Background: an optimization exercise with open tools, aiming at small area, a short achievable clock period and few clock cycles per item. Do not read the settings as production practice. RTL that was checked went through simulation tests only; none was proved equivalent to the original. No activity file was given, so power comes from the tool's default toggle rates.

==> flow/design.v (excerpt) <==
module mac_pipe (
  input  logic               clk,
  input  logic               rst,
  input  logic               in_valid,
  output logic               in_ready,
  input  logic               in_first,
  input  logic               in_last,
  input  logic [71:0]        kernel_in,
  input  logic [71:0]        map_in,
  input  logic signed [31:0] bias,
  input  logic [4:0]         shift,
  output logic               out_valid,
  input  logic               out_ready,
  output logic signed [7:0]  mac_out
);
  logic take;
  assign take = in_valid && in_ready;
  logic pp1;
  logic pp2;
  logic pp3;
  logic pp4;
  logic pp5;
  logic pp6;
  logic pp7;
  logic pp8;
  logic pp9;
  logic pp10;
  logic pp11;
  logic pp12;
  logic pp13;
  logic pp14;
  logic pp15;
  logic pp16;
  logic pp17;
  logic pp18;
  logic pp19;
  logic pp20;
  logic pp21;
  logic pp22;
  logic pp23;
  logic pp24;
  logic pp25;
  logic pp26;
  logic pp27;
  logic pp28;
  logic pp29;
  logic pp30;
  logic pp31;
  logic pp32;
  logic pp33;
  ...
clock: 7.5 ns
lec_check: 0
abc_area: 1
cap_margin: 20
core_margin: 2
core_utilization: 40
setup_slack_margin: 4.0
slew_margin: 20
standard.sh (not shown) runs the stock make flow with config.mk's settings and CLKGATE_MAP_FILE= SYNTH_SCRIPT=/design/flow/synth_recipe.tcl, a recipe that flattens the netlist after the stock synthesis.
==> flow/flow/run.sh <==
#!/bin/bash
# Layout flow: the standard flow with two changes.
#  1. After the standard synthesis, flow/polarity.py re-chooses which full
#     adders work on complemented signals, so fewer inverters sit between
#     adders (registers and all other cells are left as synthesis made them).
#  2. Ports are buffered with sky130_fd_sc_hd__buf_1 instead of the default
#     pick; timing repair still resizes them as needed.
# Each tool's output goes to a log file of its own in this folder.
set -euo pipefail
R=orfs/results/${FLOW_PLATFORM:-sky130hd}/mac_pipe/base
bash standard.sh "$(pwd)/$R/1_2_yosys.v" > synth.log 2>&1
cp "$R/1_2_yosys.v" 1_2_yosys.standard.v
python3 flow/polarity.py 1_2_yosys.standard.v "$R/1_2_yosys.v" > polarity.log 2>&1
BUFFER_PORTS_ARGS="-buffer_cell sky130_fd_sc_hd__buf_1" bash standard.sh finish > layout.log 2>&1
Other scripts of this flow, unchanged in this note and not shown: flow/flow/polarity.py
Testbench counts at the start, summed over its fixed seeds: cycles 7,044, items 7,012.
Edit:
CORE_UTILIZATION = 70   (was 40)
PLACE_DENSITY = 0.78   (was default)
- The changed run passed the timing, design-rule and antenna checks
- global-route usage came out higher by 20 points
- critical path depth rose by 1
- via count grows by 8.6%
- utilization increases by 32 points
- cell area drops by 3.0%
- synthesized area does not change
- sequential share of layout area came out higher by 0.71 points
Edit:
CORE_UTILIZATION = 60   (was 70)
PLACE_DENSITY = default   (was 0.78)
After rerunning: Cell count climbs by 2.4%; via count decreases by 6.2%; power went down by 6.9%; maximum frequency increases by 0.56%; synthesized area does not change; wire length falls by 8.8%; count of clock-buffer cells in the layout goes down by 7; clock skew grows by 0.0063 ns; core utilization came out lower by 11 points; die area went up by 16%; setup slack improved by 0.020 ns.

Another version of the RTL of mac_pipe (not shown whole).
Size: about 3100 cells after synthesis, ~590 flip-flops, about 200 I/O pins, ~35000 um2 of cells after synthesis.
Settings: LEC_CHECK=0, CAP_MARGIN=20, CORE_MARGIN=2, CORE_UTILIZATION=40, SLEW_MARGIN=20; clock period 7.5 ns.
run.sh (not shown) runs the stock make flow with config.mk's settings and CLKGATE_MAP_FILE= SYNTH_SCRIPT=/design/flow/synth_recipe.tcl, a recipe that flattens the netlist after the stock synthesis.
Stock flow here: none of the scripts above is used.
==> next run, changes <==
- ABC_CLOCK_PERIOD_IN_PS: default -> 3000
What happened:
- power stays the same
- wire length does not change
- die area does not change
- via count stays the same
- design area does not change
- clock skew stays the same
- utilization stays the same
No functional check of the RTL was part of any run of this note.

mac_pipe again, from the RTL that the note above started with.
// mac_pipe
module mac_pipe (
  input  logic               clk,
  input  logic               rst,
  input  logic               in_valid,
  output logic               in_ready,
  input  logic               in_first,
  input  logic               in_last,
  input  logic [71:0]        kernel_in,
  input  logic [71:0]        map_in,
  input  logic signed [31:0] bias,
  input  logic [4:0]         shift,
  output logic               out_valid,
  input  logic               out_ready,
  output logic signed [7:0]  mac_out
);
clock: 7.5 ns
lec_check: 0
abc_clock_period_in_ps: 3000
cap_margin: 20
core_margin: 2
core_utilization: 40
setup_slack_margin: 4.0
slew_margin: 20
==> next run, changes <==
- ABC_AREA: default -> 1
- ABC_CLOCK_PERIOD_IN_PS: 3000 -> default
Effect: Area after synthesis increases by a few percent; design area increases slightly; core utilization decreases by 1.1 points; sequential share of layout area decreases by 0.46 points.
No run of this note included a check of the RTL's function; only the layout flow was run.

Setup of job 4657:
RTL: one of the versions met above, not the one the previous note started from.
Size: roughly 2300 cells after synthesis, ~200 I/O pins, ~27000 µm² of cells after synthesis.
Settings: LEC_CHECK=0, CAP_MARGIN=20, CORE_MARGIN=2, CORE_UTILIZATION=60, SETUP_SLACK_MARGIN=4.0, SLEW_MARGIN=20; clock period 7.5 ns.
standard.sh (not shown) runs the stock make flow with config.mk's settings and CLKGATE_MAP_FILE= SYNTH_SCRIPT=/design/flow/synth_recipe.tcl, a recipe that flattens the netlist after the stock synthesis.
Scripts as last shown in full above: flow/flow/run.sh
Other scripts of this flow, unchanged in this note and not shown: flow/flow/polarity.py
Job 4657 finished all stages; the layout is clean.
Testbench counts of job 4657, summed over its fixed seeds: cycles 7,044, items 7,012.
Inputs modified between job 4657 and job 2990:
Settings: ABC_AREA: unset -> 1; SETUP_SLACK_MARGIN: 4.0 -> 3.7.
--- outcome ---
Total standard cell area after synthesis | job 2990 above job 4657
On total power: job 2990 sits below job 4657.
Depth of the critical timing path with buffers and inverters included delta for job 2990 relative to job 4657: 1 higher
The capture point of the worst path comes out t4[35]$_DFF_P_ in one run and t4[6]$_DFF_P_ in the other, namely in job 4657 and job 2990 respectively.
Job 2990 finished end to end and its layout was clean on timing, DRC and antenna.
Job 4657 → job 2990: final cell count went up 312, mean routed wirelength per cell shrank by about 8%, met1 global-route usage saw a decrease.

afterwards: timing with drivers on the ports:
In the flow no input, the clock included, has a driving cell. The finished layouts below were timed again as built, in two steps.
Step 1, drivers: a clkbuf_16 drives clk and a buf_2 each remaining input, both assumed.
Step 2, shift: input delay + t, output delay - t, t = (earliest + latest rising clock arrival at the registers) / 2. This alone moves slack from input paths to output paths.
Three values: ideal, step 1, step 2; two values: the first two.
run	t, ns	slack for setup (ns)	worst setup path after step 2	slew at the worst register clock pin (ns)	worst slew at a driven data input, ns
the first run of note 1	0.611	4.012 / 3.985 / 3.374	input to register	0.07 / 0.07	0.11
the second run of note 1	0.642	3.973 / 3.973 / 3.331	input to register	0.07 / 0.07	0.10
the third run of note 1	0.635	3.993 / 3.979 / 3.344	input to register	0.07 / 0.07	0.09
the first run of note 2	0.683	3.251 / 3.251 / 3.251	register to register	0.06 / 0.06	0.08
the second run of note 2	0.683	3.251 / 3.251 / 3.251	register to register	0.06 / 0.06	0.08
the first run of note 3	0.678	3.920 / 3.920 / 3.632	input to register	0.06 / 0.06	0.09
the second run of note 3	0.699	4.100 / 4.029 / 3.620	input to register	0.06 / 0.06	0.06
job 4657	0.621	3.983 / 4.010 / 3.390	input to register	0.07 / 0.07	0.10
job 2990	0.608	3.685 / 3.654 / 3.046	input to register	0.07 / 0.07	0.08
After both steps every run listed still meets setup and hold. The setup slack of the third run of note 1, which loses most, moves by -0.014 ns with the drivers and by -0.649 ns with both steps.
